Background: an optimization exercise with open tools, aiming at small area and a short achievable clock period. Do not read the settings as production practice. At most, simulation tests tie the RTL to the original design; equivalence was not proved. Only the layout flow was run in runs 1 and 2; the RTL was not checked for function there. Power figures rest on the tool's default switching activity, not on a simulated workload.

$ cat run.sh
#!/bin/bash
# synth_recipe.tcl (not shown) runs the flow's synth.tcl, then flattens the netlist and writes it again
# the make line also repeats each setting of config.mk as NAME=value (left out here)
make -C /OpenROAD-flow-scripts/flow DESIGN_CONFIG=/design/flow/config.mk WORK_HOME=/design/flow/orfs CLKGATE_MAP_FILE= SYNTH_SCRIPT=/design/flow/synth_recipe.tcl finish
$ cat config.mk
export PLATFORM = sky130hd
export DESIGN_NAME = wb_packer
export DESIGN_NICKNAME = wb_packer
export VERILOG_FILES = /design/flow/design.v
export SDC_FILE = /design/flow/constraint.sdc
export NUM_CORES = 4
export LEC_CHECK = 0
export CAP_MARGIN = 20
export CORE_MARGIN = 2
export CORE_UTILIZATION = 60
export SETUP_SLACK_MARGIN = 2.6
export SLEW_MARGIN = 20
$ cat constraint.sdc
create_clock -name core_clock -period 5.0 [get_ports {clk}]
set_input_delay 1.0000 -clock core_clock [delete_from_list [all_inputs] [get_ports {clk}]]
set_output_delay 1.0000 -clock core_clock [all_outputs]
set_load 0.01 [all_outputs]
$ cat design.v
package wb_packer_pkg;
  localparam int BURST_LEN = 8;
  localparam int HW_W      = 16;
  localparam int DATA_W    = HW_W * BURST_LEN;
  localparam int IDX_W     = $clog2(BURST_LEN);
  localparam int SLOTS     = 16;    
endpackage
module wb_fifo #(
  parameter int SLOTS = 16,
  parameter int LANES = 8,
  parameter int HW_W  = 16
) (
  input  logic                    clk,
  input  logic [SLOTS*LANES-1:0]  we,      
  input  logic [LANES*HW_W-1:0]   din,     
  input  logic [SLOTS-1:0]        rsel,    
  output logic [LANES*HW_W-1:0]   dout
);
  logic [SLOTS-1:0][LANES-1:0][HW_W-1:0] mem;
  for (genvar j = 0; j < SLOTS; j++) begin : g_slot
    for (genvar l = 0; l < LANES; l++) begin : g_lane
      always_ff @(posedge clk) begin
        if (we[j*LANES+l]) mem[j][l] <= din[l*HW_W +: HW_W];
      end
    end
  end
  always_comb begin
    dout = '0;
    for (int j = 0; j < SLOTS; j++)
      dout = dout | ({(LANES*HW_W){rsel[j]}} & mem[j]);
  end
endmodule
module wb_packer #(
  parameter int DEPTH  = 16,
  parameter int ADDR_W = 16
) (
  input  logic              clk,
  input  logic              rst_n,
  input  logic              op_start,
  input  logic [ADDR_W-1:0] base_addr,
  input  logic              output_en,
  input  logic [wb_packer_pkg::HW_W-1:0] output_data,
  input  logic              gemm_finish,
  output logic              wr_valid,
  input  logic              wr_ready,
  output logic [wb_packer_pkg::DATA_W-1:0] wr_data,
  output logic [wb_packer_pkg::BURST_LEN-1:0] wr_strb,
  output logic [ADDR_W-1:0] wr_addr,
  output logic              wr_last,
  output logic              busy,
  output logic              overflow,
  output logic [15:0]       word_count
);
  localparam int NS    = wb_packer_pkg::SLOTS;
  localparam int LANES = wb_packer_pkg::BURST_LEN;
  localparam int HW_W  = wb_packer_pkg::HW_W;
  localparam int DW    = wb_packer_pkg::DATA_W;
  logic            gf_q, flush_pending;
  logic [3:0]      n;           
  logic [2:0]      pm;          
  logic [NS-1:0]   ws;          
  logic [NS-1:0]   rs;          
  logic [DEPTH:2]  qt;          
  logic [NS-1:0]   meta_last;   
  logic [NS-1:0][2:0] meta_m;   
  logic fin_rise, n8, nz, flush_go, push, acc, pop, load, avail, take, go;
  logic ring_has, full_q, up, down;
  logic [2:0] head_m;
  logic       head_last;
  logic [LANES-1:0] head_strb;
  assign ring_has = qt[2];
  assign full_q   = qt[DEPTH];
  assign fin_rise = gemm_finish & ~gf_q;
  assign n8       = n[3];
  assign nz       = |n;
  assign go       = output_en & ~op_start;
  assign flush_go = flush_pending & ~output_en & ~op_start;
  assign push     = (go & n8) | (flush_go & nz);
  assign acc      = push & (~full_q | wr_ready);
  assign pop      = wr_valid & wr_ready;
  assign load     = ~wr_valid | wr_ready;
  assign avail    = ring_has | push;
  assign take     = load & avail;
  assign up       = acc & ~pop;
  assign down     = pop & ~acc;
  always_comb begin
    head_m    = pm;
    head_last = ~output_en;
    for (int j = 0; j < NS; j++) begin
      if (ring_has && rs[j]) begin
        head_m    = meta_m[j];
        head_last = meta_last[j];
      end
    end
    for (int l = 0; l < LANES; l++)
      head_strb[l] = avail & (3'(l) <= head_m);
  end
  logic [NS*LANES-1:0] we;
  logic [DW-1:0]       din, rd;
  logic [NS-1:0]       ws_next;    
  logic [LANES-1:0]    lane_in;    
  assign ws_next = {ws[NS-2:0], ws[NS-1]};
  always_comb begin
    for (int l = 0; l < LANES; l++) begin
      lane_in[l] = go & (n8 ? (l == 0) : (n == 4'(l)));
      din[l*HW_W +: HW_W] = lane_in[l] ? output_data : '0;
    end
    for (int j = 0; j < NS; j++)
      for (int l = 0; l < LANES; l++)
        we[j*LANES+l] = (ws[j] & ~n8 & (n <= 4'(l))) |
                        (go & n8 & (acc ? ws_next[j] : ws[j]));
  end
  wb_fifo #(.SLOTS(NS), .LANES(LANES), .HW_W(HW_W)) u_fifo (
    .clk  (clk),
    .we   (we),
    .din  (din),
    .rsel (rs),
    .dout (rd)
  );
  always_ff @(posedge clk) begin
    for (int j = 0; j < NS; j++) begin
      if (ws[j]) begin
        meta_m[j]    <= pm;
        meta_last[j] <= ~output_en;
      end
    end
  end
  always_ff @(posedge clk or negedge rst_n) begin
    if (!rst_n) begin
      gf_q          <= 1'b0;
      flush_pending <= 1'b0;
      n             <= '0;
      pm            <= 3'd7;
      ws            <= NS'(1);
      rs            <= NS'(1);
      qt            <= '0;
    end else begin
      gf_q <= gemm_finish;
      if (op_start) begin
        n             <= '0;
        pm            <= 3'd7;
        flush_pending <= 1'b0;
      end else if (output_en) begin
        n  <= n8 ? 4'd1 : n + 4'd1;
        pm <= pm + 3'd1;
        if (fin_rise) flush_pending <= 1'b1;
      end else begin
        if (flush_pending) begin
          n  <= '0;
          pm <= 3'd7;
        end
        flush_pending <= fin_rise;
      end
      if (acc)  ws <= ws_next;
      if (take) rs <= {rs[NS-2:0], rs[NS-1]};
      for (int k = 2; k <= DEPTH; k++) begin
        if (up)   qt[k] <= (k == 2) ? wr_valid : qt[k-1];
        if (down) qt[k] <= (k == DEPTH) ? 1'b0 : qt[k+1];
      end
    end
  end
  logic busy_d, nz_d, fp_d;
  assign nz_d   = ~op_start & (output_en | (nz & ~flush_pending));
  assign fp_d   = ~op_start & (output_en ? (flush_pending | fin_rise) : fin_rise);
  assign busy_d = nz_d | fp_d | (load ? avail : wr_valid);
  always_ff @(posedge clk or negedge rst_n) begin
    if (!rst_n) begin
      wr_valid <= 1'b0;
      wr_data  <= '0;
      wr_strb  <= '0;
      wr_last  <= 1'b0;
      busy     <= 1'b0;
    end else begin
      busy <= busy_d;
      if (load) begin
        wr_valid <= avail;
        wr_strb  <= head_strb;
        wr_last  <= avail & head_last;
        wr_data  <= avail ? rd : '0;
      end
    end
  end
  always_ff @(posedge clk or negedge rst_n) begin
    if (!rst_n) begin
      wr_addr    <= '0;
      word_count <= '0;
      overflow   <= 1'b0;
    end else if (op_start) begin
      wr_addr    <= base_addr;
      word_count <= '0;
      overflow   <= 1'b0;
    end else begin
      if (pop) begin
        wr_addr <= wr_addr + 1'b1;
        if (word_count != 16'hFFFF) word_count <= word_count + 1'b1;
      end
      if (push && full_q && !wr_ready) overflow <= 1'b1;
    end
  end
endmodule
==> results of run 1 <==
## stage by stage
step	hold WS [ps]	cell area (um2)	instances	util
after floorplan	460.9	87680	4798	-
after global placement	467.4	91460	6659	0.6444
after detailed placement	471.6	91480	6659	0.6445
after CTS	35.80	104400	7456	0.7353
after global routing	72.06	106700	7601	0.7515
final	62.60	106700	7628	0.7520
## state kept, by name (all words and copies together), names as in the netlist, 4 cells and up
signal / flops
meta_last: 16
meta_m: 48
n: 4
qt: 15
rs: 16
u_fifo.mem: 2048
word_count: 16
wr_addr: 16
wr_data: 128
wr_strb: 8
ws: 16
## path summary, 6_finish.rpt
path | end | depth (start not counted)
worst min register to register | wr_strb[5] | 2
worst max register to register | u_fifo.mem[557] | 3
max in group asynchronous | rs[2] | 2
min in group core_clock | wr_strb[5] | 2
worst min-delay path | wr_data[111] | 1
worst max-delay path | u_fifo.mem[557] | 3
## cell usage after synthesis, drive strengths merged, types with 2 or more instances
cell type	instances
nand2	252
nor2	35
nor4	6
clkbuf	283
or3b	2
xor2	10
or3	5
buf	54
o21a	5
xnor2	18
nand2b	7
a211oi	6
inv	36
and2	98
a311oi	2
o31ai	6
nand4	135
and3	44
o311ai	4
or2	18
a22o	641
o211ai	4
a21oi	31
edfxtp	2112
nor2b	14
o22ai	2
o41ai	4
nand3b	5
mux2i	32
o21ai	115
a31oi	5
ha	8
nand3	18
dfstp	5
dfrtp	223
a41oi	2
nor4bb	2
o21bai	2
nor3	14
a221oi	515
nor3b	7
## area by class of cell
type	count	area (um2)
diodes	43	107.6
clock inverters	98	830.8
inverters	36	145.1
repair inverters	1	7.507
repair buffers	743	8736
clock buffers	321	6206
well taps	1890	2365
multi-input cells	2156	19120
flip-flops and latches	2340	69210
fillers	8255	35200
## routing by layer
layer | vias up | GRT usage | wire length, um
li1 | 21648 | - | -
met1 | 28258 | 0.5359 | 104300
met2 | 4812 | 0.5772 | 131500
met3 | 892 | 0.1095 | 41660
met4 | 4 | 0.1967 | 15920
met5 | - | 0.001653 | 35
## power groups by stage
stage / Combinational (mW) / Clock (mW) / Sequential [mW]
6_report: 11.9 / 16.4 / 22.4
5_1_grt: 12.2 / 17.2 / 22.4
4_1_cts: 10.9 / 16.4 / 22.5
3_5_place_dp: 9.24 / 0 / 23.5
3_3_place_gp: 9.16 / 0 / 23.5
2_1_floorplan: 5.65 / 0 / 22.4
## cell families (layout without fill, tap and decap cells)
family / count (synthesis) / in the layout / share of synthesized area
buf+inv: 373 / 1199 / 0.01661
xor+xnor: 28 / 28 / 0.002854
compound gates: 1354 / 1357 / 0.1313
fa+ha+maj: 8 / 8 / 0.001165
other cells: 0 / 43 / 0
flops: 2340 / 2340 / 0.8044
simple gates: 663 / 731 / 0.03988
mux: 32 / 32 / 0.003727
## timing repair
item / in CTS / in global routing
endpoints found under the setup margin: 4450 / 4293
pin swaps: 60 / 20
gates resized for setup: 1010 / 151
cloned: 77 / 16
buffers inserted: 301 / 113
==> impl_metrics.toml, run 1 <==
[die]
core_um2 = 141900
fp.dieH_um = 382.5
start_util = 0.6055
die_width_um = 382.5
rows = 138
dieArea_um2 = 146300
ios = 210

[sta]
maxSlewHeadroom = 0.2757
rsz0062_at_grt = "true"
finalMaxSlewViolations = 0
setup_ws_ps = 2101
finalClockSkew_ps = 29.50
timing.final.crit_share = 0.5798
max_clock_freq_ghz = 0.3449
finalSetupTns_ps = 0
hold_violations = 0
tightest_slew_ps = 1086
min_period_ps = 2899
report.final.setup_viol = 0

[global_route]
grt_max_degree = 90
grt_pass1_wl_mm = 397.9
grt_pass1_vias = 51768
track_usage = 0.3899
grt-ovfl-total = 0
antenna_found_initial = 15

[detailed_routing]
drt_first_pass_iters = 6
vias_per_cell = 7.291
ant_nets = 0
drtIter0Drc = 8438
num_vias = 55614
route.detailed.drc = 0
wl_per_cell_um = 38.46
routed_wl_mm = 293.4

[setup_path]
arrival_ps = 3460
required_ps = 5560
worstSetupStartpoint = "ws[4]"
worstSetupEndpointType = "register"
cp_max_fo = 10
cp_cell_sequence = "nand2_2 -> o21ai_4 -> clkbuf_16"
crit_path_top_delay_cell = "dfrtp_1"
crit_type = "register to register"
reg2reg_from = "ws[4]"
slowest_delay_ps = 960
crit_family = "flip-flops"
path_buf_inv = 1
start_kind = "register"
ff2ff_setup_slack_ps = 2100

[flow_run]
cap_violations = 0

[cells_and_area]
final_cell_mix = "2,112 x edfxtp_1, 641 x a22o_1, 505 x a221oi_1, 243 x buf_4, 241 x clkbuf_16"
layout-drive-gt1-share = 0.2509
nets = 5546
final_common_cell = "edfxtp_1"
area_delta_synth_final_pct = 24.19

[placed_design]
port_buffers = 209
gp_congestion = 0.8529
pre_cts_slack_ps = 531.7
dpl.hpwl_mm = 133.8

[synthesis]
synth_ff_type = "edfxtp_1"
synth_edf_count = 2112
synth_top_area_cell = "edfxtp_1"
avgSynthCellArea_um2 = 17.91
synth_cell_type_count = 59
yosys_register_bits = 2340
syn_area_um2 = 85940
synth_seq_area_share = 0.8044
synthArstFlopShare = 0.09744
synth.area.top_cells = "edfxtp_1 74%, a22o_1 6.5%, dfrtp_1 6.5%, a221oi_1 5.2%, clkbuf_1 1.2%"
synth.top_cell.area_share = 0.7380
syn-num-nets = 4844
yosys_warnings = 2
syn_inst = 4798

[clock_network]
cts_tree = "yes"
cts.clk_slew.worst_paths_ps = 70
root_buffer = "clkbuf_16"
ctsHoldBuffers = 0
cts_made_buffers = 222
clockBufferDepth = 3
htreeDepth = 4
cts_sinks = 2340
worstSkewPairLatency_ps = 870

[power_and_ir_drop]
power.leakage_nw = 36.96
power_density_nw_per_um2 = 475.5
p_sw_frac = 0.3052
p_sw_mw = 15.49
fin_total_pwr_mw = 50.75
power_frac_comb = 0.234
pwr-share-seq = 0.442
peakVddDrop_v = 0.0005362
clockPowerShare = 0.324
intPower_mw = 35.26

[min_path]
min_path_type = "primary input to async pin"

[outcome]
status = "finished clean"
==> inputs of run 2 (changes only) <==
--- a/config.mk
+++ b/config.mk
@@ -7,6 +7,7 @@
 export LEC_CHECK = 0
 export CAP_MARGIN = 20
 export CORE_MARGIN = 2
-export CORE_UTILIZATION = 60
-export SETUP_SLACK_MARGIN = 2.6
+export CORE_UTILIZATION = 70
+export PLACE_DENSITY = 0.8
+export SETUP_SLACK_MARGIN = 2.7
 export SLEW_MARGIN = 20
==> impl_metrics.toml, run 2 <==
[outcome]
status = "stopped before the end"
stop_stage = "global routing (5_1_grt)"
tool.error = "[ERROR GRT-0232] Routing congestion too high. Check the congestion heatmap in the GUI."

[die]
fp.dieH_um = 354.4
ios = 210
die_width_um = 354.4
rows = 128
start_util = 0.7051

[synthesis]
avgSynthCellArea_um2 = 17.91
synth_ff_type = "edfxtp_1"
yosys_register_bits = 2340
synth.top_cell.area_share = 0.7380
synth_edf_count = 2112
synth_cell_type_count = 59
synth_commonest_cells = "2,112 x edfxtp_1, 641 x a22o_1, 515 x a221oi_1"
synth_top_area_cell = "edfxtp_1"
synth_seq_area_share = 0.8044
synth.most_common_cell = "edfxtp_1"
synth.area.top_cells = "edfxtp_1 74%, a22o_1 6.5%, dfrtp_1 6.5%, a221oi_1 5.2%, clkbuf_1 1.2%"
syn_inst = 4798
synthArstFlopShare = 0.09744
syn_area_um2 = 85940
yosys_warnings = 2
syn-num-nets = 4844

[sta]
worstEpCategory = "register data pin"
grt-worst-endpoint = "u_fifo.mem[832]$_DFFE_PP_/DE"

[placed_design]
gp_congestion = 0.9046
port_buffers = 209
place_inst = 6381
dpl.hpwl_mm = 134.2
place_area_um2 = 91030

[clock_network]
cts_made_buffers = 213
ctsHoldBuffers = 0
cts_sinks = 2340
htreeDepth = 4
clockBufferDepth = 3
root_buffer = "clkbuf_16"

[global_route]
track_usage = 0.8076
grt-ovfl-total = 26
antenna_found_initial = 69
grt_max_degree = 93
-- run 2: cell counts after synthesis --
Identical to the previous run, type by type.
-- run 2: worst max path at each step --
stage,startpoint,end
floorplan,op_start,u_fifo.mem[928]
global placement,output_en,u_fifo.mem[1936]
detailed placement,output_en,u_fifo.mem[1940]
CTS,n[0],u_fifo.mem[201]
-- run 2: per-stage QoR --
stage | utilization | setup WS [ps]
after detailed placement | 0.7469 | 329.6
after floorplan | - | 2164
after CTS | 0.8600 | 2287
after global placement | 0.7468 | 440.7
-- run 2: repair_timing --
item	CTS
pin swaps	55
cloned	77
setup endpoints to repair	4464
endpoints found under the hold margin	0
buffers inserted	385
gates resized for setup	1086
-- run 2: per-layer routing --
layer	GRT usage	overflow
met1	0.7977	1
met2	0.9144	16
met3	0.7415	0
met4	0.7590	9
met5	0.5736	0
-- run 2: power by group through the flow --
stage / registers [mW] / logic [mW] / clock network, mW
after detailed placement: 23.6 / 8.75 / 0
after global placement: 23.6 / 8.54 / 0
after floorplan: 22.4 / 5.65 / 0
after CTS: 22.2 / 11.6 / 16.1
-- run 2: kinds of logic after synthesis --
logic type,after synthesis,synth area share
flops,2340,0.8044
compound gates,1354,0.1313
simple gates,663,0.03988
buf+inv,373,0.01661
mux,32,0.003727
xor+xnor,28,0.002854
fa+ha+maj,8,0.001165
==> inputs of run 3 (changes only) <==
--- a/design.v
+++ b/design.v
@@ -56,6 +56,7 @@
   localparam int HW_W  = wb_packer_pkg::HW_W;
   localparam int DW    = wb_packer_pkg::DATA_W;
   logic            gf_q, flush_pending;
+  logic            fresh;       
   logic [3:0]      n;           
   logic [2:0]      pm;          
   logic [NS-1:0]   ws;          
@@ -105,10 +106,12 @@
       lane_in[l] = go & (n8 ? (l == 0) : (n == 4'(l)));
       din[l*HW_W +: HW_W] = lane_in[l] ? output_data : '0;
     end
-    for (int j = 0; j < NS; j++)
-      for (int l = 0; l < LANES; l++)
-        we[j*LANES+l] = (ws[j] & ~n8 & (n <= 4'(l))) |
-                        (go & n8 & (acc ? ws_next[j] : ws[j]));
+    for (int j = 0; j < NS; j++) begin
+      we[j*LANES] = (ws[j] & (n == 4'd0)) |
+                    (go & n8 & (acc ? ws_next[j] : ws[j]));
+      for (int l = 1; l < LANES; l++)
+        we[j*LANES+l] = ws[j] & ~n8 & (n <= 4'(l));
+    end
   end
   wb_fifo #(.SLOTS(NS), .LANES(LANES), .HW_W(HW_W)) u_fifo (
     .clk  (clk),
@@ -128,6 +131,7 @@
   always_ff @(posedge clk or negedge rst_n) begin
     if (!rst_n) begin
       gf_q          <= 1'b0;
+      fresh         <= 1'b0;
       flush_pending <= 1'b0;
       n             <= '0;
       pm            <= 3'd7;
@@ -135,7 +139,8 @@
       rs            <= NS'(1);
       qt            <= '0;
     end else begin
-      gf_q <= gemm_finish;
+      gf_q  <= gemm_finish;
+      fresh <= go & n8;
       if (op_start) begin
         n             <= '0;
         pm            <= 3'd7;
@@ -176,7 +181,8 @@
         wr_valid <= avail;
         wr_strb  <= head_strb;
         wr_last  <= avail & head_last;
-        wr_data  <= avail ? rd : '0;
+        wr_data[HW_W-1:0]  <= avail ? rd[HW_W-1:0] : '0;
+        wr_data[DW-1:HW_W] <= (avail & ~(fresh & ~ring_has)) ? rd[DW-1:HW_W] : '0;
       end
     end
   end
==> config.mk (replaced) <==
export PLATFORM = sky130hd
export DESIGN_NAME = wb_packer
export DESIGN_NICKNAME = wb_packer
export VERILOG_FILES = /design/flow/design.v
export SDC_FILE = /design/flow/constraint.sdc
export NUM_CORES = 4
export LEC_CHECK = 0
export ABC_CLOCK_PERIOD_IN_PS = 2200
export CAP_MARGIN = 20
export CORE_MARGIN = 2
export CORE_UTILIZATION = 55
export SETUP_SLACK_MARGIN = 2.5
export SLEW_MARGIN = 20
==> impl_metrics.toml, run 3 <==
[power_and_ir_drop]
clockPowerShare = 0.346
intPower_mw = 34.79
peakVddDrop_v = 0.0004968
pwr-share-seq = 0.448
power_frac_comb = 0.205
power_density_nw_per_um2 = 493.3
p_sw_mw = 14.71
power.leakage_nw = 35.45
p_sw_frac = 0.2971

[setup_path]
r2r-end = "wr_data[16]"
path_buf_inv = 1
cp_cell_sequence = "buf_12 -> a22o_1 -> a221oi_1 -> nand4_1 -> a22o_1"
arrival_ps = 3420
crit_type = "register to register"
reg2reg_from = "rs[3]"
required_ps = 5750
crit_path_top_delay_cell = "dfrtp_4"
reg2reg_depth = 5
cp_max_fo = 86
start_kind = "register"
ff2ff_setup_slack_ps = 2330
cpMostUsedCell = "a22o_1"
worstSetupEndpointType = "register"
crit_family = "compound AO/OA/AOI/OAI gates"
slowest_delay_ps = 660

[clock_network]
root_buffer = "clkbuf_16"
cts_made_buffers = 228
cts.clk_slew.worst_paths_ps = 60
worstSkewPairLatency_ps = 860
cts_tree = "yes"
htreeDepth = 4
clockBufferDepth = 3
cts_sinks = 2341
ctsHoldBuffers = 0

[cells_and_area]
nets = 5175
area_delta_synth_final_pct = 17.43
final_common_cell = "edfxtp_1"
stdcell_count = 7431
layout-drive-gt1-share = 0.2052
final_cell_mix = "2,112 x edfxtp_1, 644 x a22o_1, 516 x a221oi_1, 258 x buf_4, 235 x clkbuf_16"
regMostFlops = "u_fifo.mem"
largest_reg_flops = 2048
reg_top3 = "u_fifo.mem x2048, wr_data x128, meta_m x48"
stdcell_area_um2 = 100300

[synthesis]
synth_ff_type = "edfxtp_1"
synth_cell_type_count = 66
yosys_register_bits = 2341
synth_top_area_cell = "edfxtp_1"
syn-num-nets = 4713
synth.most_common_cell = "edfxtp_1"
synth.top_cell.area_share = 0.7422
synth_commonest_cells = "2,112 x edfxtp_1, 660 x a22o_1, 516 x a221oi_1"
synth_seq_area_share = 0.8094
syn_inst = 4668
syn_area_um2 = 85440
synth.area.top_cells = "edfxtp_1 74%, a22o_1 6.8%, dfrtp_1 6.6%, a221oi_1 5.3%, clkbuf_1 1.2%"
synth_edf_count = 2112
yosys_warnings = 2
avgSynthCellArea_um2 = 18.30
synthArstFlopShare = 0.09782

[placed_design]
dpl.hpwl_mm = 132.2
port_buffers = 209
gp_congestion = 0.8414
pre_cts_slack_ps = 1009
place_area_um2 = 90990
place_inst = 6775

[detailed_routing]
drtIter0Drc = 7058
drt_first_pass_iters = 7
route.detailed.drc = 0
vias_per_cell = 6.981
routed_wl_mm = 277.7
num_vias = 51877
ant_nets = 0
wl_per_cell_um = 37.37

[sta]
max_clock_freq_ghz = 0.3744
timing.final.crit_share = 0.5342
min_period_ps = 2671
hold_violations = 0
finalClockSkew_ps = 30.88
maxSlewHeadroom = 0.2005
tightest_slew_ps = 1198
rsz0062_at_grt = "true"
setup_ws_ps = 2329
finalSetupTns_ps = 0
finalMaxSlewViolations = 0
report.final.setup_viol = 0

[global_route]
grt_max_degree = 87
grt_pass1_vias = 48970
track_usage = 0.3443
grt_pass1_wl_mm = 378.8
grt-ovfl-total = 0
antenna_found_initial = 17

[die]
rows = 144
die_width_um = 398.2
fp.dieH_um = 398.2
core_um2 = 154200
start_util = 0.5540
ios = 210
dieArea_um2 = 158500

[flow_run]
cap_violations = 0

[min_path]
min_path_type = "primary input to async pin"

[outcome]
status = "finished clean"
[run 3: layout make-up]
class / count / area [um2]
Clock buffer: 321 / 6360
Tap cell: 2044 / 2557
Clock inverter: 115 / 1141
Inverter: 38 / 187.7
Fill cell: 10775 / 53890
Sequential cell: 2341 / 69250
Antenna cell: 51 / 127.6
Timing Repair Buffer: 537 / 4715
Multi-Input combinational cell: 1984 / 16000
[run 3: worst max path at each step]
stage	from	end	slack [ps]	depth (start not counted)
finish	rs[3]	wr_data[16]	2330	5
global route	rs[3]	wr_data[117]	2450	5
CTS	wr_data[19]	wr_data[19]	2450	1
detailed placement	output_en	u_fifo.mem[229]	1010	5
global placement	output_en	u_fifo.mem[997]	1090	5
floorplan	output_en	u_fifo.mem[0]	2300	6
[run 3: per-stage QoR]
stage	utilization	total power, mW	hold WS (ps)
6_report	0.6506	49.50	124.2
5_1_grt	0.6499	50.67	149.5
4_1_cts	0.6467	49.12	103.3
3_5_place_dp	0.5900	31.43	489.8
3_3_place_gp	0.5896	31.39	475.2
2_1_floorplan	-	27.16	461.2
[run 3: per-layer routing]
| layer | vias to the layer above | wire [um] | GRT usage |
|---|---|---|---|
| li1 | 20721 | - | - |
| met1 | 27101 | 105900 | 0.4895 |
| met2 | 3504 | 130500 | 0.5413 |
| met3 | 545 | 31330 | 0.06006 |
| met4 | 6 | 9900 | 0.1239 |
| met5 | - | 38 | 0 |
[run 3: what timing repair did]
action                     4_1_cts  5_1_grt
pin swaps                       15        8
setup buffers                  131       16
setup endpoints to repair     3964      553
gates resized for setup        781       45
gates cloned                    14        8
[run 3: worst reg2reg max path: cells and delay by family (launching register included)]
| kind | cells | cell delay (ps) |
|---|---|---|
| and+or+nand+nor | 1 | 290 |
| buffers and inverters | 1 | 290 |
| AOI/OAI and AO/OA | 3 | 1330 |
| DFF | 1 | 660 |
[run 3: power by group through the flow]
stage | logic, mW | registers, mW | clock network [mW]
floorplan | 4.89 | 22.3 | 0
global placement | 8.01 | 23.4 | 0
detailed placement | 8.06 | 23.4 | 0
CTS | 9.67 | 22.2 | 17.2
global route | 10.5 | 22.2 | 18.0
finish | 10.2 | 22.2 | 17.1
[run 3: kinds of logic after synthesis]
family                     after synthesis  share of synthesized area
xor gates and xnor gates                29                   0.002973
AOI/OAI and AO/OA                     1318                     0.1308
DFF                                   2341                     0.8094
and+or+nand+nor                        583                    0.03572
adders and majority gates                7                   0.001025
muxes                                   31                   0.003866
buffers and inverters                  359                    0.01627
==> inputs of run 4 (changes only) <==
--- a/config.mk
+++ b/config.mk
@@ -5,9 +5,8 @@
 export SDC_FILE = /design/flow/constraint.sdc
 export NUM_CORES = 4
 export LEC_CHECK = 0
-export ABC_CLOCK_PERIOD_IN_PS = 2200
 export CAP_MARGIN = 20
 export CORE_MARGIN = 2
-export CORE_UTILIZATION = 55
+export CORE_UTILIZATION = 60
 export SETUP_SLACK_MARGIN = 2.5
 export SLEW_MARGIN = 20
==> impl_metrics.toml, run 4 <==
[die]
die_width_um = 381.4
dieArea_um2 = 145400
start_util = 0.6042
fp.dieH_um = 381.4
ios = 210
rows = 138
core_um2 = 141400

[synthesis]
synthArstFlopShare = 0.09782
synth_cell_type_count = 66
synth_top_area_cell = "edfxtp_1"
syn_inst = 4668
synth_seq_area_share = 0.8094
synth.most_common_cell = "edfxtp_1"
yosys_warnings = 2
synth.area.top_cells = "edfxtp_1 74%, a22o_1 6.8%, dfrtp_1 6.6%, a221oi_1 5.3%, clkbuf_1 1.2%"
syn_area_um2 = 85440
synth_ff_type = "edfxtp_1"
avgSynthCellArea_um2 = 18.30
syn-num-nets = 4713
synth_edf_count = 2112
yosys_register_bits = 2341
synth.top_cell.area_share = 0.7422
synth_commonest_cells = "2,112 x edfxtp_1, 660 x a22o_1, 516 x a221oi_1"

[setup_path]
worstSetupEndpointType = "register"
crit_type = "register to register"
start_kind = "register"
required_ps = 5530
r2r-end = "u_fifo.mem[1597]"
reg2reg_depth = 5
ff2ff_setup_slack_ps = 2360
arrival_ps = 3160
cp_max_fo = 19
reg2reg_from = "n[3]"

[global_route]
grt_max_degree = 97
grt_pass1_vias = 49682
track_usage = 0.3679
grt-ovfl-total = 0
grt_pass1_wl_mm = 373.9
antenna_found_initial = 17

[cells_and_area]
largest_reg_flops = 2048
multiInputGateArea_um2 = 15970
final_cell_mix = "2,112 x edfxtp_1, 644 x a22o_1, 513 x a221oi_1, 247 x buf_4, 227 x clkbuf_16"
utilization = 0.7058
seq_area_um2 = 69240
stdcell_count = 7241
reg_top3 = "u_fifo.mem x2048, wr_data x128, meta_m x48"
area_delta_synth_final_pct = 16.81
final_common_cell = "edfxtp_1"
regMostFlops = "u_fifo.mem"
layout-drive-gt1-share = 0.2011
fillers = 8829
nets = 5163

[placed_design]
gp_congestion = 0.8582
dpl.hpwl_mm = 132.4
port_buffers = 209
place_inst = 6635

[power_and_ir_drop]
clockPowerShare = 0.344
power_density_nw_per_um2 = 486.5
power_frac_comb = 0.199
power.leakage_nw = 35.21
p_sw_frac = 0.2946
p_sw_mw = 14.31
pwr-share-seq = 0.457
fin_total_pwr_mw = 48.56
intPower_mw = 34.25
peakVddDrop_v = 0.0003647

[clock_network]
ctsHoldBuffers = 0
root_buffer = "clkbuf_16"
htreeDepth = 4
cts_made_buffers = 223
worstSkewPairLatency_ps = 870
cts_tree = "yes"
clockBufferDepth = 3
cts_sinks = 2341
cts.clk_slew.worst_paths_ps = 60

[sta]
finalClockSkew_ps = 21.44
finalMaxSlewViolations = 0
timing.final.crit_share = 0.5276
finalSetupTns_ps = 0
maxSlewHeadroom = 0.2011
max_clock_freq_ghz = 0.3791
report.final.setup_viol = 0
min_period_ps = 2638
holdWs_ps = 64.67
hold_violations = 0
rsz0062_at_grt = "true"
tightest_slew_ps = 1197

[detailed_routing]
wl_per_cell_um = 37.39
drt_first_pass_iters = 7
route.detailed.drc = 0
routed_wl_mm = 270.7
ant_nets = 0
vias_per_cell = 7.191
num_vias = 52071
drtIter0Drc = 7306

[min_path]
min_path_type = "primary input to async pin"

[outcome]
status = "finished clean"

[flow_run]
cap_violations = 0
run 4: cell types whose count changed in the layout (fill, tap and decap cells not counted), moves of 5 or more:
cell | previous run | this run
buf_16 | 10 | 5
and2_1 | 79 | 63
and2_2 | 1 | 17
dfrtp_1 | 185 | 193
buf_2 | 141 | 126
buf_8 | 3 | 11
clkdlybuf4s15_2 | 29 | 36
dfrtp_2 | 24 | 16
clkdlybuf4s15_1 | 0 | 8
inv_1 | 29 | 22
buf_4 | 258 | 247
clkbuf_16 | 235 | 227
clkdlybuf4s50_1 | 19 | 26
diode_2 | 51 | 36
run 4: critical path: stages, from the launching register on:
cell	delay [ps]
dfrtp_1	550
clkinv_4	270
nand2_1	300
buf_4	320
nor2_2	490
buf_6	350
run 4: power groups by stage:
stage / combinational (mW) / sequential (mW) / clock [mW]
finish: 9.67 / 22.2 / 16.7
global placement: 8.19 / 23.1 / 0
CTS: 9.28 / 22.2 / 16.8
detailed placement: 8.25 / 23.1 / 0
floorplan: 4.89 / 22.3 / 0
global route: 9.95 / 22.2 / 17.6
run 4: worst max-delay path by stage:
stage | endpoint | depth (start not counted) | startpoint | slack [ps]
after floorplan | u_fifo.mem[0] | 6 | output_en | 2300
after global placement | u_fifo.mem[1689] | 5 | output_en | 1000
after detailed placement | u_fifo.mem[1253] | 7 | output_en | 880
after CTS | wr_strb[4] | 1 | wr_strb[4] | 2440
after global routing | wr_strb[1] | 8 | rs[10] | 2400
final | u_fifo.mem[1597] | 5 | n[3] | 2360
run 4: per-layer routing:
| layer | up-vias | routed length, um | share of wire | GRT usage |
|---|---|---|---|---|
| met5 | - | 24 | 0.000089 | 0 |
| met4 | 4 | 12460 | 0.046 | 0.1568 |
| met3 | 626 | 33170 | 0.12 | 0.07266 |
| met2 | 3948 | 126100 | 0.47 | 0.5707 |
| met1 | 26849 | 98950 | 0.37 | 0.5164 |
| li1 | 20644 | - | - | - |
run 4: logic make-up after synthesis:
family	Yosys count	synth area share
DFF	2341	0.8094
AOI/OAI and AO/OA	1318	0.1308
and+or+nand+nor	583	0.03572
buffers and inverters	359	0.01627
muxes	31	0.003866
xor gates and xnor gates	29	0.002973
adders and majority gates	7	0.001025
run 4: per-stage QoR:
step | worst slack [ps] | area (um2)
final | 2362 | 99810
after detailed placement | 877.3 | 90850
after global routing | 2405 | 99730
after floorplan | 2297 | 85770
after global placement | 997.0 | 90830
after CTS | 2442 | 99300
run 4: layout make-up:
class / instances / area share
inverters: 38 / 0.002169
clock inverters: 104 / 0.009803
multi-input cells: 1983 / 0.1600
flip-flops and latches: 2341 / 0.6937
repair buffers: 531 / 0.04691
well taps: 1890 / 0.02369
clock buffers: 318 / 0.06284
diodes: 36 / 0.0009026
run 4: timing repair:
action | in CTS | in global routing
pin swaps | 14 | 3
buffers inserted | 100 | 25
gates cloned | 19 | 1
endpoints found under the setup margin | 3991 | 1363
resized for setup | 765 | 43
==> inputs of run 5 (changes only) <==
--- a/design.v
+++ b/design.v
@@ -57,7 +57,7 @@
   localparam int DW    = wb_packer_pkg::DATA_W;
   logic            gf_q, flush_pending;
   logic            fresh;       
-  logic [3:0]      n;           
+  logic [LANES-1:0] lt;         
   logic [2:0]      pm;          
   logic [NS-1:0]   ws;          
   logic [NS-1:0]   rs;          
@@ -72,8 +72,8 @@
   assign ring_has = qt[2];
   assign full_q   = qt[DEPTH];
   assign fin_rise = gemm_finish & ~gf_q;
-  assign n8       = n[3];
-  assign nz       = |n;
+  assign n8       = ~lt[LANES-1];
+  assign nz       = ~lt[0];
   assign go       = output_en & ~op_start;
   assign flush_go = flush_pending & ~output_en & ~op_start;
   assign push     = (go & n8) | (flush_go & nz);
@@ -103,14 +103,14 @@
   assign ws_next = {ws[NS-2:0], ws[NS-1]};
   always_comb begin
     for (int l = 0; l < LANES; l++) begin
-      lane_in[l] = go & (n8 ? (l == 0) : (n == 4'(l)));
+      lane_in[l] = go & (n8 ? (l == 0) : (lt[l] & ((l == 0) | ~lt[(l+LANES-1)%LANES])));
       din[l*HW_W +: HW_W] = lane_in[l] ? output_data : '0;
     end
     for (int j = 0; j < NS; j++) begin
-      we[j*LANES] = (ws[j] & (n == 4'd0)) |
+      we[j*LANES] = (ws[j] & lt[0]) |
                     (go & n8 & (acc ? ws_next[j] : ws[j]));
       for (int l = 1; l < LANES; l++)
-        we[j*LANES+l] = ws[j] & ~n8 & (n <= 4'(l));
+        we[j*LANES+l] = ws[j] & lt[l];
     end
   end
   wb_fifo #(.SLOTS(NS), .LANES(LANES), .HW_W(HW_W)) u_fifo (
@@ -133,7 +133,7 @@
       gf_q          <= 1'b0;
       fresh         <= 1'b0;
       flush_pending <= 1'b0;
-      n             <= '0;
+      lt            <= '1;
       pm            <= 3'd7;
       ws            <= NS'(1);
       rs            <= NS'(1);
@@ -142,16 +142,16 @@
       gf_q  <= gemm_finish;
       fresh <= go & n8;
       if (op_start) begin
-        n             <= '0;
+        lt            <= '1;
         pm            <= 3'd7;
         flush_pending <= 1'b0;
       end else if (output_en) begin
-        n  <= n8 ? 4'd1 : n + 4'd1;
+        lt <= n8 ? {{(LANES-1){1'b1}}, 1'b0} : {lt[LANES-2:0], 1'b0};
         pm <= pm + 3'd1;
         if (fin_rise) flush_pending <= 1'b1;
       end else begin
         if (flush_pending) begin
-          n  <= '0;
+          lt <= '1;
           pm <= 3'd7;
         end
         flush_pending <= fin_rise;
==> impl_metrics.toml, run 5 <==
[outcome]
status = "finished clean"

[synthesis]
synthArstFlopShare = 0.09936
synth.most_common_cell = "edfxtp_1"
yosys_warnings = 2
synth_edf_count = 2112
synth_commonest_cells = "2,112 x edfxtp_1, 656 x a22o_1, 514 x a221oi_1"
syn-num-nets = 4711
yosys_register_bits = 2345
syn_area_um2 = 85910
synth_cell_type_count = 67
synth_top_area_cell = "edfxtp_1"
syn_inst = 4669
synth_seq_area_share = 0.8063
synth_ff_type = "edfxtp_1"
avgSynthCellArea_um2 = 18.40
synth.area.top_cells = "edfxtp_1 74%, a22o_1 6.7%, dfrtp_1 6.4%, a221oi_1 5.2%, and2_1 1.8%"
synth.top_cell.area_share = 0.7382

[global_route]
track_usage = 0.3627
antenna_found_initial = 20
grt_max_degree = 86
grt_pass1_wl_mm = 370.2
grt_pass1_vias = 48661
grt-ovfl-total = 0

[clock_network]
ctsHoldBuffers = 0
worstSkewPairLatency_ps = 840
cts_made_buffers = 225
htreeDepth = 4
cts.clk_slew.worst_paths_ps = 60
clockBufferDepth = 3
root_buffer = "clkbuf_16"
cts_sinks = 2345
cts_tree = "yes"

[cells_and_area]
final_cell_mix = "2,112 x edfxtp_1, 640 x a22o_1, 505 x a221oi_1, 230 x clkbuf_16, 223 x buf_4"
area_delta_synth_final_pct = 15.70
regMostFlops = "u_fifo.mem"
nets = 5109
layout-drive-gt1-share = 0.1679
largest_reg_flops = 2048
reg_top3 = "u_fifo.mem x2048, wr_data x128, meta_m x48"
final_common_cell = "edfxtp_1"
utilization = 0.7012

[setup_path]
ff2ff_setup_slack_ps = 2460
crit_family = "buffers and inverters"
arrival_ps = 3100
slowest_delay_ps = 1180
path_buf_inv = 1
worstSetupEndpointType = "register"
cp_max_fo = 16
crit_path_top_delay_cell = "clkdlybuf4s50_1"
path_depth = 2
crit_type = "primary input to register"
reg2reg_depth = 1
start_kind = "primary input"
required_ps = 5490
cp_cell_sequence = "clkdlybuf4s50_1 -> and2_1"

[detailed_routing]
num_vias = 51124
ant_nets = 0
drt_first_pass_iters = 8
route.detailed.drc = 0
drtIter0Drc = 7353
wl_per_cell_um = 37.39
vias_per_cell = 7.112
routed_wl_mm = 268.7

[flow_run]
cap_violations = 0

[die]
start_util = 0.6060
fp.dieH_um = 382.4
rows = 138
dieArea_um2 = 146200
core_um2 = 141800
ios = 210
die_width_um = 382.4

[sta]
maxSlewHeadroom = 0.1903
timing.final.crit_share = 0.5224
finalMaxSlewViolations = 0
report.final.setup_viol = 0
hold_violations = 0
min_period_ps = 2612
rsz0062_at_grt = "true"
finalSetupTns_ps = 0
max_clock_freq_ghz = 0.3829
tightest_slew_ps = 1214
finalClockSkew_ps = 26.90

[power_and_ir_drop]
power_density_nw_per_um2 = 471.8
peakVddDrop_v = 0.0003375
power.leakage_nw = 35.38
fin_total_pwr_mw = 46.90

[placed_design]
gp_congestion = 0.8428
dpl.hpwl_mm = 136.7
port_buffers = 209

[min_path]
min_path_type = "primary input to async pin"
==> run 5: area by class of cell <==
| class | count | area [um2] |
|---|---|---|
| Sequential cell | 2345 | 69350 |
| Fill cell | 9129 | 42360 |
| Multi-Input combinational cell | 1997 | 15800 |
| Clock buffer | 302 | 6216 |
| Timing Repair Buffer | 488 | 4496 |
| Tap cell | 1890 | 2365 |
| Clock inverter | 118 | 1037 |
| Antenna cell | 38 | 95.09 |
| Inverter | 10 | 43.79 |
==> run 5: worst paths after layout <==
| check | start | end |
|---|---|---|
| hold reg to reg | wr_strb[4] | wr_strb[4] |
| hold / removal | rst_n | wr_data[124] |
| min in group core_clock | wr_strb[4] | wr_strb[4] |
| setup / recovery | output_data[12] | u_fifo.mem[1420] |
| max in group asynchronous | rst_n | wr_data[47] |
| setup reg to reg | ws[5] | u_fifo.mem[742] |
==> run 5: cells by family after synthesis <==
group	after synthesis	share of synthesized area
flip-flops	2345	0.8063
AO/OA/AOI/OAI	1298	0.1286
AND/OR/NAND/NOR	631	0.04187
buffers and inverters	330	0.01531
multiplexers	33	0.004471
XOR/XNOR	28	0.002855
adder cells (fa/ha/maj)	4	0.0005826
==> run 5: what timing repair did <==
| item | CTS | global route |
|---|---|---|
| setup endpoints to repair | 2473 | 763 |
| pin swaps | 2 | 4 |
| setup buffers | 63 | 19 |
| cloned | 2 | 2 |
| resized for setup | 583 | 34 |
==> run 5: through the flow <==
| step | hold slack, ps | setup slack, ps | instances | cell area, um2 |
|---|---|---|---|---|
| after floorplan | 461.2 | 2180 | 4669 | 86110 |
| after global placement | 465.4 | 1078 | 6640 | 90820 |
| after detailed placement | 480.5 | 1029 | 6643 | 90870 |
| after CTS | 155.5 | 2482 | 7128 | 99040 |
| after global routing | 168.3 | 2463 | 7153 | 99310 |
| final | 116.9 | 2388 | 7188 | 99390 |
==> run 5: per-layer routing <==
| metal | share of wire | vias up | global-route usage |
|---|---|---|---|
| li1 | - | 20456 | - |
| met1 | 0.37 | 26555 | 0.5094 |
| met2 | 0.47 | 3534 | 0.5624 |
| met3 | 0.12 | 563 | 0.07928 |
| met4 | 0.041 | 16 | 0.1409 |
| met5 | 0.00048 | - | 0 |
==> run 5: power by group <==
group	total [mW]	internal (mW)	switching [mW]
logic	8.24	2.73	5.52
registers	22.0	21.4	0.550
clock network	16.7	9.59	7.10
==> inputs of run 6 (changes only) <==
--- a/config.mk
+++ b/config.mk
@@ -8,5 +8,7 @@
 export CAP_MARGIN = 20
 export CORE_MARGIN = 2
 export CORE_UTILIZATION = 60
+export CTS_CLUSTER_DIAMETER = 100
+export CTS_CLUSTER_SIZE = 30
 export SETUP_SLACK_MARGIN = 2.5
 export SLEW_MARGIN = 20
==> impl_metrics.toml, run 6 <==
[detailed_routing]
drt_first_pass_iters = 6
ant_nets = 0
drtIter0Drc = 7191
routed_wl_mm = 267.6
wl_per_cell_um = 38.55
route.detailed.drc = 0
vias_per_cell = 7.280
num_vias = 50540

[synthesis]
synth-xor-area-share = 0.002855
synth-simple-area-share = 0.04187
yosys_register_bits = 2345
synth_commonest_cells = "2,112 x edfxtp_1, 656 x a22o_1, 514 x a221oi_1"
synthArstFlopShare = 0.09936
avgSynthCellArea_um2 = 18.40
syn-num-nets = 4711
yosys_warnings = 2
synth_top_area_cell = "edfxtp_1"
synth.most_common_cell = "edfxtp_1"
synth_cell_type_count = 67
synth_seq_area_share = 0.8063
synth.top_cell.area_share = 0.7382
synth_compound_area_frac = 0.1286
synth.area.top_cells = "edfxtp_1 74%, a22o_1 6.7%, dfrtp_1 6.4%, a221oi_1 5.2%, and2_1 1.8%"
yosys.area_share.adder = 0.0005826
synth_edf_count = 2112
synth_ff_type = "edfxtp_1"
post_synth_mux_area_share = 0.004471
syn_area_um2 = 85910
syn_inst = 4669
synth_top_family_by_area = "compound AO/OA/AOI/OAI gates"

[power_and_ir_drop]
peakVddDrop_v = 0.0003234
power.leakage_nw = 33.66
power_frac_comb = 0.212
p_sw_mw = 11.83
power_density_nw_per_um2 = 415.6
p_sw_frac = 0.2994
pwr-share-seq = 0.554
clockPowerShare = 0.234
intPower_mw = 27.69

[cells_and_area]
regMostFlops = "u_fifo.mem"
final_common_cell = "edfxtp_1"
nets = 5003
fillers = 9650
largest_reg_flops = 2048
utilization = 0.6707
area_delta_synth_final_pct = 10.68
layout-drive-gt1-share = 0.1289
final_cell_mix = "2,112 x edfxtp_1, 640 x a22o_1, 506 x a221oi_1, 241 x buf_4, 195 x dfrtp_1"
reg_top3 = "u_fifo.mem x2048, wr_data x128, meta_m x48"

[sta]
finalSetupTns_ps = 0
finalMaxSlewViolations = 0
timing.final.crit_share = 0.5179
setup_ws_ps = 2411
min_period_ps = 2589
finalClockSkew_ps = 38.99
max_clock_freq_ghz = 0.3862
report.final.setup_viol = 0
holdWs_ps = 168.9
maxSlewHeadroom = 0.1733
rsz0062_at_grt = "true"
hold_violations = 0
tightest_slew_ps = 1240

[die]
fp.dieH_um = 382.4
rows = 138
core_um2 = 141800
dieArea_um2 = 146200
start_util = 0.6060
ios = 210
die_width_um = 382.4

[clock_network]
cts_sinks = 2345
ctsHoldBuffers = 0
cts_tree = "yes"
root_buffer = "clkbuf_16"
cts.clk_slew.worst_paths_ps = 120
htreeDepth = 3
clockBufferDepth = 3
cts_made_buffers = 88
worstSkewPairLatency_ps = 750

[setup_path]
slowest_delay_ps = 1110
required_ps = 5350
crit_path_top_delay_cell = "dfrtp_1"
ff2ff_setup_slack_ps = 2410
start_kind = "register"
worstSetupStartpoint = "ws[14]"
arrival_ps = 2940
worstSetupEndpointType = "register"
endpoint = "u_fifo.mem[1874]"
crit_family = "flip-flops"
reg2reg_depth = 1
cp_cell_sequence = "and2_1"
path_depth = 1
cp_max_fo = 16
path_buf_inv = 0
r2r-end = "u_fifo.mem[1874]"
crit_type = "register to register"
reg2reg_from = "ws[14]"

[outcome]
status = "finished clean"

[placed_design]
gp_congestion = 0.8428
port_buffers = 209
dpl.hpwl_mm = 136.7
pre_cts_slack_ps = 1029

[flow_run]
cap_violations = 0

[min_path]
min_path_type = "primary input to async pin"

[global_route]
grt_pass1_vias = 47397
grt-ovfl-total = 0
track_usage = 0.3602
grt_max_degree = 86
antenna_found_initial = 20
grt_pass1_wl_mm = 367.3
==> run 6: changes by cell type in the layout (fill, tap and decap cells not counted), moves of 13 or more <==
cell and delta:
buf_2 -25, buf_4 +18, bufinv_16 -18, clkbuf_1 +17, clkbuf_16 -138, clkbuf_8 -19
clkdlybuf4s15_1 -73, clkdlybuf4s15_2 -13, clkinv_1 -48, clkinv_2 -37, diode_2 -22, dlygate4sd2_1 +121
==> run 6: logic make-up (layout without fill, tap and decap cells) <==
kind of cell	after synthesis	count (layout)
flip-flops	2345	2345
AO/OA/AOI/OAI	1298	1308
AND/OR/NAND/NOR	631	631
buffers and inverters	330	687
multiplexers	33	33
XOR/XNOR	28	28
adder cells (fa/ha/maj)	4	4
other	0	16
==> run 6: how the worst min path moves through the flow <==
stage,from,endpoint,depth (start not counted)
4_1_cts,rst_n,wr_data[124],1
3_3_place_gp,wr_strb[7],wr_strb[7],2
5_1_grt,rst_n,wr_data[124],1
6_report,rst_n,wr_data[124],1
2_1_floorplan,qt[16],qt[16],2
3_5_place_dp,wr_strb[4],wr_strb[4],2
==> run 6: area by class of cell <==
class | count | area, um2 | share of cell area
Clock buffer | 161 | 2540 | 0.02671
Inverter | 10 | 45.04 | 0.0004737
Timing Repair Buffer | 512 | 4767 | 0.05014
Clock inverter | 4 | 56.30 | 0.0005922
Sequential cell | 2345 | 69350 | 0.7293
Multi-Input combinational cell | 2004 | 15920 | 0.1674
Tap cell | 1890 | 2365 | 0.02487
Antenna cell | 16 | 40.04 | 0.0004211
==> run 6: power groups by stage <==
stage | Clock [mW] | Combinational (mW) | Sequential (mW)
after floorplan | 0 | 4.23 | 22.0
after global placement | 0 | 7.03 | 22.8
after detailed placement | 0 | 7.05 | 22.8
after CTS | 9.29 | 7.93 | 22.0
after global routing | 9.91 | 8.60 | 21.9
final | 9.25 | 8.37 | 21.9
==> run 6: per-stage QoR <==
step           power, mW  instance area [um2]  instances
3_3_place_gp       29.82                90820       6640
4_1_cts            39.20                94500       6883
5_1_grt            40.42                95050       6929
2_1_floorplan      26.24                86110       4669
3_5_place_dp       29.85                90870       6643
6_report           39.52                95080       6942
==> run 6: metal layers <==
metal  vias to the layer above  wire [um]  GRT usage
met5                         -         67          0
met4                         8      11810     0.1390
met3                       529      30520    0.07284
met2                      3438     124100     0.5576
met1                     26526     101100     0.5114
li1                      20039          -          -
==> run 6: timing repair <==
action,in CTS,in global routing
cloned,8,4
gates resized for setup,380,61
setup endpoints to repair,2637,1395
setup buffers,67,39
pin swaps,5,8
==> inputs of run 7 (changes only) <==
--- a/design.v
+++ b/design.v
@@ -101,14 +101,16 @@
   logic [NS-1:0]       ws_next;    
   logic [LANES-1:0]    lane_in;    
   assign ws_next = {ws[NS-2:0], ws[NS-1]};
+  logic roll_keep, roll_drop;
+  assign roll_keep = go & n8 & (~full_q | wr_ready);
+  assign roll_drop = go & n8 & full_q & ~wr_ready;
   always_comb begin
     for (int l = 0; l < LANES; l++) begin
       lane_in[l] = go & (n8 ? (l == 0) : (lt[l] & ((l == 0) | ~lt[(l+LANES-1)%LANES])));
       din[l*HW_W +: HW_W] = lane_in[l] ? output_data : '0;
     end
     for (int j = 0; j < NS; j++) begin
-      we[j*LANES] = (ws[j] & lt[0]) |
-                    (go & n8 & (acc ? ws_next[j] : ws[j]));
+      we[j*LANES] = (ws[j] & lt[0]) | (roll_keep & ws_next[j]) | (roll_drop & ws[j]);
       for (int l = 1; l < LANES; l++)
         we[j*LANES+l] = ws[j] & lt[l];
     end
--- a/config.mk
+++ b/config.mk
@@ -7,8 +7,8 @@
 export LEC_CHECK = 0
 export CAP_MARGIN = 20
 export CORE_MARGIN = 2
-export CORE_UTILIZATION = 60
+export CORE_UTILIZATION = 65
 export CTS_CLUSTER_DIAMETER = 100
-export CTS_CLUSTER_SIZE = 30
+export CTS_CLUSTER_SIZE = 24
 export SETUP_SLACK_MARGIN = 2.5
 export SLEW_MARGIN = 20
==> impl_metrics.toml, run 7 <==
[outcome]
status = "finished clean"

[global_route]
grt-ovfl-total = 0
grt_pass1_vias = 46845
grt_pass1_wl_mm = 351.5
grt_max_degree = 137
antenna_found_initial = 15
track_usage = 0.3699

[setup_path]
crit_type = "register to register"
path_depth = 1
crit_path_top_delay_cell = "dfrtp_1"
cp_cell_sequence = "and2_1"
reg2reg_depth = 1
required_ps = 5360
crit_family = "flip-flops"
arrival_ps = 2920
path_buf_inv = 0
worstSetupEndpointType = "register"
slowest_delay_ps = 1120
cp_max_fo = 16
start_kind = "register"

[die]
die_width_um = 367.6
core_um2 = 131300
rows = 133
start_util = 0.6545
ios = 210
dieArea_um2 = 135100
fp.dieH_um = 367.6

[placed_design]
port_buffers = 209
gp_congestion = 0.7961
place_area_um2 = 90390
pre_cts_slack_ps = 1137
place_inst = 6476
dpl.hpwl_mm = 125.1

[sta]
min_period_ps = 2562
maxSlewHeadroom = 0.1132
max_clock_freq_ghz = 0.3903
finalSetupTns_ps = 0
setup_ws_ps = 2438
tightest_slew_ps = 1330
timing.final.crit_share = 0.5124
finalMaxSlewViolations = 0
finalClockSkew_ps = 37.90
report.final.setup_viol = 0
rsz0062_at_grt = "true"
hold_violations = 0

[cells_and_area]
stdcell_area_um2 = 94550
regMostFlops = "u_fifo.mem"
layout-drive-gt1-share = 0.1181
final_common_cell = "edfxtp_1"
reg_top3 = "u_fifo.mem x2048, wr_data x128, meta_m x48"
nets = 4937
stdcell_count = 6776
largest_reg_flops = 2048
area_delta_synth_final_pct = 10.02
final_cell_mix = "2,112 x edfxtp_1, 643 x a22o_1, 513 x a221oi_1, 188 x dfrtp_1, 174 x buf_4"

[detailed_routing]
vias_per_cell = 7.396
drtIter0Drc = 7784
drt_first_pass_iters = 8
route.detailed.drc = 0
wl_per_cell_um = 37.46
routed_wl_mm = 253.8
ant_nets = 0
num_vias = 50117

[synthesis]
synth_top_area_cell = "edfxtp_1"
synth.most_common_cell = "edfxtp_1"
syn_area_um2 = 85930
yosys_warnings = 2
synth_seq_area_share = 0.8060
avgSynthCellArea_um2 = 18.32
synth.area.top_cells = "edfxtp_1 74%, a22o_1 6.7%, dfrtp_1 6.4%, a221oi_1 5.2%, and2_1 1.8%"
yosys_register_bits = 2345
synth_commonest_cells = "2,112 x edfxtp_1, 659 x a22o_1, 514 x a221oi_1"
synth.top_cell.area_share = 0.7380
syn_inst = 4690
syn-num-nets = 4732
synth_cell_type_count = 62
synth_edf_count = 2112
synth_ff_type = "edfxtp_1"
synthArstFlopShare = 0.09936

[power_and_ir_drop]
clockPowerShare = 0.252
p_sw_mw = 11.76
power_frac_comb = 0.191
power.leakage_nw = 34.52
pwr-share-seq = 0.557
intPower_mw = 27.96
p_sw_frac = 0.2960
peakVddDrop_v = 0.0004743
power_density_nw_per_um2 = 420.1

[flow_run]
cap_violations = 0

[clock_network]
cts.clk_slew.worst_paths_ps = 90
cts_tree = "yes"
clockBufferDepth = 3
root_buffer = "clkbuf_16"
htreeDepth = 3
cts_sinks = 2345
ctsHoldBuffers = 0
cts_made_buffers = 107
worstSkewPairLatency_ps = 770

[min_path]
min_path_type = "primary input to async pin"
run 7: metal layers:
layer / track usage / vias up / part of all wire
met1: 0.5386 / 26038 / 0.37
met4: 0.1154 / 4 / 0.033
li1: - / 19956 / -
met5: 0 / - / 0.00012
met3: 0.06651 / 446 / 0.13
met2: 0.5804 / 3673 / 0.47
run 7: path summary, 6_finish.rpt:
path                       slack (ps)              end       start
setup reg to reg                 2440  u_fifo.mem[857]       ws[6]
max in group asynchronous        3740      wr_data[85]       rst_n
min in group core_clock           500       wr_strb[4]  wr_strb[4]
hold reg to reg                   500       wr_strb[4]  wr_strb[4]
setup / recovery                 2440  u_fifo.mem[857]       ws[6]
hold / removal                    220       wr_data[5]       rst_n
run 7: cell families (layout without fill, tap and decap cells):
kind of cell,after synthesis,count (layout),share of synthesized area
AOI/OAI and AO/OA,1300,1300,0.1287
xor gates and xnor gates,27,27,0.002752
adders and majority gates,4,4,0.0005824
buffers and inverters,351,646,0.01635
DFF,2345,2345,0.8060
muxes,33,33,0.004091
other,0,35,0
and+or+nand+nor,630,631,0.04152
run 7: power groups by stage:
| stage | clock [mW] | sequential [mW] | combinational, mW |
|---|---|---|---|
| CTS | 10.1 | 22.2 | 7.06 |
| global placement | 0 | 23.0 | 6.31 |
| global route | 10.8 | 22.1 | 7.79 |
| floorplan | 0 | 22.0 | 3.97 |
| finish | 10.0 | 22.1 | 7.58 |
| detailed placement | 0 | 23.0 | 6.35 |
run 7: layout make-up:
class                   instances  area (um2)
well taps                    1755        2196
inverters                      17       71.32
clock inverters                 2       17.52
fillers                      8058       36750
flip-flops and latches       2345       69350
multi-input cells            1995       15670
diodes                         35       87.58
repair buffers                429        4051
clock buffers                 198        3104
run 7: stage by stage:
stage,total power [mW],util,hold slack (ps)
floorplan,26.00,-,467.2
global placement,29.29,0.6882,461.2
detailed placement,29.33,0.6884,465.6
CTS,39.32,0.7168,207.5
global route,40.67,0.7197,247.9
finish,39.72,0.7201,222.4
run 7: timing repair:
item,CTS,global route
setup buffers,44,19
setup endpoints to repair,2425,1226
resized for setup,321,40
gates cloned,1,1
pin swaps,1,3
==> inputs of run 8 (changes only) <==
--- a/config.mk
+++ b/config.mk
@@ -7,7 +7,7 @@
 export LEC_CHECK = 0
 export CAP_MARGIN = 20
 export CORE_MARGIN = 2
-export CORE_UTILIZATION = 65
+export CORE_UTILIZATION = 60
 export CTS_CLUSTER_DIAMETER = 100
 export CTS_CLUSTER_SIZE = 24
 export SETUP_SLACK_MARGIN = 2.5
==> impl_metrics.toml, run 8 <==
[synthesis]
synth.most_common_cell = "edfxtp_1"
synth_top_area_cell = "edfxtp_1"
synth_seq_area_share = 0.8060
synth.top_cell.area_share = 0.7380
synthArstFlopShare = 0.09936
syn-num-nets = 4732
syn_area_um2 = 85930
syn_inst = 4690
yosys_warnings = 2
yosys_register_bits = 2345
synth_edf_count = 2112
synth_ff_type = "edfxtp_1"
synth_commonest_cells = "2,112 x edfxtp_1, 659 x a22o_1, 514 x a221oi_1"
synth_cell_type_count = 62
synth.area.top_cells = "edfxtp_1 74%, a22o_1 6.7%, dfrtp_1 6.4%, a221oi_1 5.2%, and2_1 1.8%"
avgSynthCellArea_um2 = 18.32

[sta]
finalClockSkew_ps = 32.35
tightest_slew_ps = 1226
max_clock_freq_ghz = 0.3944
rsz0062_at_grt = "true"
report.final.setup_viol = 0
min_period_ps = 2536
finalSetupTns_ps = 0
setup_ws_ps = 2464
holdWs_ps = 203.9
finalMaxSlewViolations = 0
maxSlewHeadroom = 0.1825
hold_violations = 0
timing.final.crit_share = 0.5072

[die]
start_util = 0.6055
dieArea_um2 = 146300
core_um2 = 141900
die_width_um = 382.5
rows = 138
fp.dieH_um = 382.5
ios = 210

[outcome]
status = "finished clean"

[detailed_routing]
wl_per_cell_um = 38.09
num_vias = 50347
route.detailed.drc = 0
drt_first_pass_iters = 6
routed_wl_mm = 265.7
ant_nets = 0
drtIter0Drc = 7140
wl_met3_mm = 30.92
vias_per_cell = 7.218
top_layer = "met5"
wl_met1_mm = 101.0
wl_met2_mm = 125.5

[power_and_ir_drop]
p_sw_frac = 0.3023
power_density_nw_per_um2 = 420.6
power.leakage_nw = 34.81
clockPowerShare = 0.250
pwr-share-seq = 0.552
intPower_mw = 27.96
peakVddDrop_v = 0.0005211
p_sw_mw = 12.12
power_frac_comb = 0.198

[placed_design]
gp_congestion = 0.8254
dpl.hpwl_mm = 134.7
place_area_um2 = 90820
pre_cts_slack_ps = 997.8
port_buffers = 209

[global_route]
track_usage = 0.3585
grt_max_degree = 95
grt-ovfl-total = 0
antenna_found_initial = 25
grt_pass1_vias = 47147
grt_pass1_wl_mm = 365.7

[setup_path]
ff2ff_setup_slack_ps = 2470
cp_max_fo = 58
arrival_ps = 3180
worstSetupEndpointType = "register"
crit_type = "primary input to register"
start_kind = "primary input"
required_ps = 5650

[clock_network]
worstSkewPairLatency_ps = 780
cts.clk_slew.worst_paths_ps = 100
clockBufferDepth = 3
ctsHoldBuffers = 0
htreeDepth = 3
cts_made_buffers = 107
cts_tree = "yes"
root_buffer = "clkbuf_16"
cts_sinks = 2345

[flow_run]
cap_violations = 0

[cells_and_area]
final_common_cell = "edfxtp_1"
regMostFlops = "u_fifo.mem"
area_delta_synth_final_pct = 10.89
fillers = 9662
nets = 4994
reg_top3 = "u_fifo.mem x2048, wr_data x128, meta_m x48"
largest_reg_flops = 2048
final_cell_mix = "2,112 x edfxtp_1, 643 x a22o_1, 509 x a221oi_1, 220 x buf_4, 189 x dfrtp_1"
layout-drive-gt1-share = 0.1334
stdcell_area_um2 = 95300

[min_path]
min_path_type = "primary input to async pin"
==> run 8: cells by family after synthesis <==
group | Yosys count | synth area share
AOI/OAI and AO/OA | 1300 | 0.1287
xor gates and xnor gates | 27 | 0.002752
adders and majority gates | 4 | 0.0005824
buffers and inverters | 351 | 0.01635
DFF | 2345 | 0.8060
muxes | 33 | 0.004091
and+or+nand+nor | 630 | 0.04152
==> run 8: area by class of cell <==
class,count,area (um2),share of cell area
diodes,39,97.59,0.001024
clock buffers,196,3033,0.03183
flip-flops and latches,2345,69350,0.7278
repair buffers,486,4567,0.04792
multi-input cells,1995,15740,0.1652
well taps,1890,2365,0.02482
clock inverters,7,68.82,0.0007221
inverters,17,68.82,0.0007221
==> run 8: power by group through the flow <==
stage	sequential, mW	clock (mW)	combinational, mW
after floorplan	22.0	0	3.97
after CTS	22.2	10.1	7.59
after global placement	23.1	0	6.50
final	22.1	10.0	7.92
after detailed placement	23.1	0	6.50
after global routing	22.1	10.7	8.12
==> run 8: critical path, stage by stage <==
cell	delay, ps
buf_2	290
buf_8	300
buf_4	300
a21oi_4	80
o21ai_4	330
a21oi_4	60
buf_12	170
buf_16	180
a22o_1	280
==> run 8: stage by stage <==
stage,total power [mW],instances,util
global placement,29.59,6640,0.6396
CTS,39.83,6913,0.6687
detailed placement,29.59,6642,0.6399
finish,40.08,6975,0.6714
floorplan,26.00,4690,-
global route,40.99,6944,0.6709
==> run 8: what timing repair did <==
| action | 4_1_cts | 5_1_grt |
|---|---|---|
| gates cloned | 2 | 0 |
| endpoints found under the setup margin | 2706 | 792 |
| setup buffers | 66 | 22 |
| resized for setup | 384 | 55 |
| pin swaps | 3 | 0 |
| hold endpoints to repair | 0 | 0 |
==> run 8: path summary, 6_finish.rpt <==
kind / start / endpoint / cells after the start
max: op_start / wr_data[80] / 9
max in group asynchronous: rst_n / lt[5] / 2
min: rst_n / wr_strb[7] / 1
max reg2reg: ws[14] / u_fifo.mem[1912] / 3
min reg2reg: wr_data[103] / wr_data[103] / 1
min in group core_clock: wr_data[103] / wr_data[103] / 1
==> run 8: layer usage <==
| metal | vias to the layer above | global-route usage |
|---|---|---|
| met5 | - | 0 |
| met4 | 8 | 0.1016 |
| met3 | 437 | 0.05858 |
| met2 | 3378 | 0.5647 |
| met1 | 26441 | 0.5258 |
| li1 | 20083 | - |
==> inputs of run 9 (changes only) <==
--- a/config.mk
+++ b/config.mk
@@ -10,5 +10,5 @@
 export CORE_UTILIZATION = 60
 export CTS_CLUSTER_DIAMETER = 100
 export CTS_CLUSTER_SIZE = 24
-export SETUP_SLACK_MARGIN = 2.5
+export SETUP_SLACK_MARGIN = 2.65
 export SLEW_MARGIN = 20
==> impl_metrics.toml, run 9 <==
[sta]
min_period_ps = 2450
tightest_slew_ps = 1204
max_clock_freq_ghz = 0.4081
timing.final.crit_share = 0.4901
finalSetupTns_ps = 0
hold_violations = 0
maxSlewHeadroom = 0.1972
finalClockSkew_ps = 28.60
report.final.setup_viol = 0
rsz0062_at_grt = "true"

[detailed_routing]
routed_wl_mm = 272.0
drtIter0Drc = 7309
wl_per_cell_um = 38.62
route.detailed.drc = 0

[clock_network]
cts_made_buffers = 107
cts_tree = "yes"
root_buffer = "clkbuf_16"
ctsHoldBuffers = 0
htreeDepth = 3
cts.clk_slew.worst_paths_ps = 100
cts_sinks = 2345
worstSkewPairLatency_ps = 770

[die]
rows = 138
dieArea_um2 = 146300
die_width_um = 382.5
fp.dieH_um = 382.5
start_util = 0.6055
core_um2 = 141900
ios = 210

[synthesis]
yosys_register_bits = 2345
synth_ff_type = "edfxtp_1"
yosys_warnings = 2
synth_edf_count = 2112
synth_cell_type_count = 62
synth_commonest_cells = "2,112 x edfxtp_1, 659 x a22o_1, 514 x a221oi_1"
syn_inst = 4690
synth_seq_area_share = 0.8060
synth_top_area_cell = "edfxtp_1"
synthArstFlopShare = 0.09936

[setup_path]
required_ps = 4000
ff2ff_setup_slack_ps = 2550
slowest_delay_ps = 520
crit_family = "flip-flops"
reg2reg_depth = 5
arrival_ps = 1450
cp_cell_sequence = "buf_6"
crit_path_top_delay_cell = "dfrtp_2"
cp_max_fo = 2
start_kind = "register"
path_buf_inv = 1

[cells_and_area]
seq_area_um2 = 69360
reg_top3 = "u_fifo.mem x2048, wr_data x128, meta_m x48"
final_cell_mix = "2,112 x edfxtp_1, 643 x a22o_1, 514 x a221oi_1, 255 x buf_4, 182 x dfrtp_1"
fillers = 9512
largest_reg_flops = 2048
final_common_cell = "edfxtp_1"
nets = 5090
regMostFlops = "u_fifo.mem"

[placed_design]
port_buffers = 209
pre_cts_slack_ps = 698.0
dpl.hpwl_mm = 124.8
gp_congestion = 0.7794

[flow_run]
cap_violations = 0

[power_and_ir_drop]
peakVddDrop_v = 0.0004692
power_density_nw_per_um2 = 425.0

[global_route]
grt.busiest_layer = "met2"
grt_max_degree = 96
grt-ovfl-total = 0
antenna_found_initial = 17
use_met2 = 0.5669

[outcome]
status = "finished clean"
-- run 9: cell count changes in the layout (fill, tap and decap cells not counted), moves of 11 or more --
cell	change
buf_4	+35
clkdlybuf4s15_1	-42
buf_16	+13
buf_12	+18
buf_2	+129
and2_4	+53
and2_1	-11
buf_6	+22
diode_2	-25
and2_2	-29
dlygate4sd2_1	-102
-- run 9: how the worst max path moves through the flow --
stage | from | endpoint | slack (ps)
after floorplan | op_start | u_fifo.mem[0] | 2210
after global placement | output_en | u_fifo.mem[609] | 790
after detailed placement | output_en | u_fifo.mem[623] | 700
after CTS | wr_last | wr_last | 2550
after global routing | wr_last | wr_last | 2540
final | wr_last | wr_last | 2550
-- run 9: power breakdown --
group	switching, mW	total [mW]	internal [mW]
Combinational	5.99	8.82	2.83
Sequential	0.640	22.0	21.4
Clock	5.87	10.1	4.22
Total	12.5	40.9	28.4
-- run 9: kinds of logic (layout without fill, tap and decap cells) --
kind of cell,count (synthesis),in the layout,share of synthesized area
flops,2345,2345,0.8060
fa+ha+maj,4,4,0.0005824
simple gates,630,644,0.04152
xor+xnor,27,27,0.002752
mux,33,33,0.004091
buf+inv,351,785,0.01635
other cells,0,14,0
compound gates,1300,1301,0.1287
-- run 9: per-stage QoR --
stage	cells	total power, mW	cell area (um2)
floorplan	4690	26.00	86220
global placement	6619	29.49	90720
detailed placement	6621	29.53	90760
CTS	6977	40.36	95370
global route	7031	41.80	96300
finish	7043	40.94	96330
-- run 9: final cells by class --
| type | count | area share |
|---|---|---|
| Clock buffer | 198 | 0.03223 |
| Timing Repair inverter | 1 | 0.00005196 |
| Clock inverter | 2 | 0.0001818 |
| Inverter | 17 | 0.0007793 |
| Tap cell | 1890 | 0.02455 |
| Timing Repair Buffer | 567 | 0.05618 |
| Multi-Input combinational cell | 2009 | 0.1656 |
| Antenna cell | 14 | 0.0003637 |
| Sequential cell | 2345 | 0.7201 |
-- run 9: metal layers --
metal,up-vias,wire length (um)
li1,20250,-
met1,26666,102200
met2,3552,126700
met3,495,33420
met4,12,9574
met5,-,65
-- run 9: repair_timing --
action                                  in CTS  in global routing
endpoints found under the setup margin    2620                611
cloned                                      27                  5
resized for setup                          883                 48
pin swaps                                    9                 14
setup buffers                              129                 45

Check on run 9: ideal ports give 2.550 ns setup slack; a clkbuf_16 on the clock port and buf_2 on the inputs give 2.461 ns; moving port delays by the midpoint clock arrival (0.849 ns) as well gives 1.854 ns.
